This is an optimization exercise on Yosys and OpenROAD, whose aim is small area, a short achievable clock period and few clock cycles, not a production implementation. Function was checked by simulation only, so behaviour that the tests miss may differ from the original. Power is estimated from default activity; no workload was simulated.

## north
## preemptive_key_scheduler
module preemptive_key_scheduler (
    input  logic        clk,
    input  logic        rst_n,
    input  logic        item_valid,
    output logic        item_stall,
    input  logic [53:0] item_bits,
    output logic        result_valid,
    input  logic        result_stall,
    output logic [27:0] result_bits,
    input  logic        psel,
    input  logic        penable,
    input  logic        pwrite,
    input  logic [2:0]  paddr,
    input  logic [31:0] pwdata,
    output logic [31:0] prdata,
    output logic        pready
);
    logic [1:0]  policy_reg;
    logic [4:0]  slots_reg;
    logic [4:0]  prdata_reg;
    logic        cfg_write;
    logic        pol_chg;
    logic [53:0] ir;
    logic        go_load;
    logic        go_restart;
    logic        go_tick;
    logic        stale_any;
    logic        stale_any_next;
    logic [27:0] tick_result;
    assign pready    = 1'b1;
    assign cfg_write = psel && penable && pwrite;
    assign pol_chg = cfg_write && !paddr[2] &&
                     ((pwdata[1:0] != policy_reg) &&
                      !(pwdata[1] && policy_reg[1]));
    always_ff @(posedge clk or negedge rst_n)
    begin
        if (!rst_n)
        begin
            policy_reg <= POL_BURST;
            slots_reg  <= '0;
        end
        else if (cfg_write)
        begin
            if (paddr[2])
                slots_reg <= pwdata[4:0];
            else
                policy_reg <= pwdata[1:0];
        end
    end
    always_ff @(posedge clk)
    begin
        prdata_reg <= paddr[2] ? slots_reg : {3'd0, policy_reg};
    end
    assign prdata = {27'd0, prdata_reg};
    pks_ctrl u_ctrl (
        .clk            (clk),
        .rst_n          (rst_n),
        .item_valid     (item_valid),
        .item_bits      (item_bits),
        .item_stall     (item_stall),
        .result_stall   (result_stall),
        .result_valid   (result_valid),
        .result_bits    (result_bits),
        .stale_any      (stale_any),
  ...
export LEC_CHECK = 0
export CAP_MARGIN = 40
export CORE_MARGIN = 2
export CORE_UTILIZATION = 40
export PLACE_DENSITY = 0.6
export SLEW_MARGIN = 30
create_clock -name core_clock -period 14.0 [get_ports {clk}]
standard.sh (not shown) runs the stock make flow with config.mk's settings and CLKGATE_MAP_FILE= SYNTH_SCRIPT=/design/flow/synth_recipe.tcl, a recipe that flattens the netlist after the stock synthesis.
==> flow/flow/run.sh <==
#!/bin/bash
# Standard layout (the standard.sh) with a larger setup margin for
# ORFS's repair_timing, so that repair works towards a shorter period than
# the clock constraint asks. Constraints and scripts are unchanged.
export SETUP_SLACK_MARGIN=9.3
bash standard.sh > standard.log 2>&1
Testbench counts of north, summed over its fixed seeds: cycles 8,808.
Here is what was changed in the inputs of south compared with north.
-- flow/flow/run.sh --
<<< north, line 5
export SETUP_SLACK_MARGIN=9.3
>>> south, line 5
export SETUP_SLACK_MARGIN=8.5
Results
Changes observed in south relative to north: final standard cell area without fillers went down 7.4%, total power decreased by 2.2 mW relative to the old numbers, slew at the pin closest to its max-slew limit moved up, final routed wirelength across all metal layers went down 40 mm, count of cell instances traversed by the critical path lower.
south ends up with a highest cell delay on the worst timing path that is 0.08 ns lower than in north.
Looking at post-CTS repair timing setup buffer count, south sits 171 lower than north does.
Clock group share of total power: lower on north
Compared with north, south shows a higher post-route clock period utilization.
south completed every stage of the flow, and the final layout passed the timing, DRC and antenna checks.

---

Another version of the RTL of preemptive_key_scheduler (not shown whole).
For scale: about 6100 cells after synthesis, ~1400 flip-flops, roughly 160 I/O pins.
// preemptive_key_scheduler
module preemptive_key_scheduler (
    input  logic        clk,
    input  logic        rst_n,
    input  logic        item_valid,
    output logic        item_stall,
    input  logic [53:0] item_bits,
    output logic        result_valid,
    input  logic        result_stall,
    output logic [27:0] result_bits,
    input  logic        psel,
    input  logic        penable,
    input  logic        pwrite,
    input  logic [2:0]  paddr,
    input  logic [31:0] pwdata,
    output logic [31:0] prdata,
    output logic        pready
);
    logic [1:0]  policy_reg;
    logic        pol_arr_reg;
    logic        pol_bur_reg;
    logic [4:0]  slots_reg;
    logic [15:0] in_use_reg;
    logic [4:0]  prdata_reg;
    logic        cfg_write;
    logic        pol_chg;
    logic [5:0]  ir;
    logic        take_load;
    logic        go_load;
    logic        go_restart;
    logic        go_tick;
    logic        stale_any;
    logic        stale_any_next;
    logic [27:0] tick_result;
    assign pready    = 1'b1;
    assign cfg_write = psel && penable && pwrite;
    assign pol_chg = cfg_write && !paddr[2] &&
                     ((pwdata[1:0] != policy_reg) &&
                      !(pwdata[1] && policy_reg[1]));
    always_ff @(posedge clk or negedge rst_n)
    begin
        if (!rst_n)
        begin
            policy_reg  <= POL_BURST;
            pol_arr_reg <= 1'b0;
            pol_bur_reg <= 1'b1;
            slots_reg   <= '0;
            in_use_reg  <= '0;
        end
        else if (cfg_write)
        begin
            if (paddr[2])
            begin
                slots_reg <= pwdata[4:0];
                for (int i = 0; i < 16; i++)
                    in_use_reg[i] <= (5'(i) < pwdata[4:0]);
            end
            else
            begin
                policy_reg  <= pwdata[1:0];
                pol_arr_reg <= (pwdata[1:0] == POL_ARRIVAL);
                pol_bur_reg <= (pwdata[1:0] == POL_BURST);
            end
        end
    end
    always_ff @(posedge clk)
    begin
        prdata_reg <= paddr[2] ? slots_reg : {3'd0, policy_reg};
    end
    assign prdata = {27'd0, prdata_reg};
    pks_ctrl u_ctrl (
        .clk            (clk),
        .rst_n          (rst_n),
        .item_valid     (item_valid),
  ...
Settings: LEC_CHECK=0, CAP_MARGIN=20, CORE_MARGIN=2, CORE_UTILIZATION=40, CTS_CLUSTER_DIAMETER=120, CTS_CLUSTER_SIZE=20, PLACE_DENSITY=0.6, SLEW_MARGIN=20; clock period 14.0 ns.
==> flow/flow/run.sh <==
#!/bin/bash
# Standard layout (the standard.sh) with a larger setup margin for
# ORFS's repair_timing, so that repair works towards a shorter period than
# the clock constraint asks. Constraints and scripts are unchanged.
export SETUP_SLACK_MARGIN=9.5
bash standard.sh > standard.log 2>&1
Testbench counts at the start, summed over its fixed seeds: cycles 8,808.
==> next run, changes <==
--- a/flow/config.mk
+++ b/flow/config.mk
@@ -7,3 +7,3 @@
 export LEC_CHECK = 0
-export CAP_MARGIN = 20
+export CAP_MARGIN = 40
 export CORE_MARGIN = 2
@@ -13,2 +13,2 @@
 export PLACE_DENSITY = 0.6
-export SLEW_MARGIN = 20
+export SLEW_MARGIN = 30
Outcome: Total power barely changes; cell area hardly moves; count of clock-buffer cells in the layout is higher by 1; utilization rose by 0.11 points; global-route usage barely changes.

==> separate check: timing with driven ports <==
How much do the figures lean on ideal ports? The routed layouts below were timed once more, with nothing changed but the port constraints.
Step 1 sets driving cells, clkbuf_16 on the clock port and buf_2 on the other inputs (assumed; they add their load-dependent delay and slew).
Step 2, shift: input delay + t, output delay - t, t = (earliest + latest rising clock arrival at the registers) / 2. This alone moves slack from input paths to output paths.
a / b / c = ideal ports / drivers / drivers and shift; a / b = the first two.
run	t (ns)	slack for setup (ns)	worst hold slack (ns)	clock arrival spread, ns	pins driven straight from the clock port
north	0.938	8.687 / 8.686 / 8.533	0.464 / 0.464 / 0.464	0.047 / 0.047	1
south	0.910	8.379 / 8.379 / 7.924	0.469 / 0.469 / 0.469	0.040 / 0.040	1
the first run of note 2	0.846	9.433 / 9.463 / 8.617	0.492 / 0.492 / 0.492	0.043 / 0.042	1
the second run of note 2	0.855	9.402 / 9.402 / 8.666	0.491 / 0.491 / 0.491	0.059 / 0.059	1
After both steps every run listed still meets setup and hold. The setup slack of the first run of note 2, which loses most, moves by +0.030 ns with the drivers and by -0.816 ns with both steps.
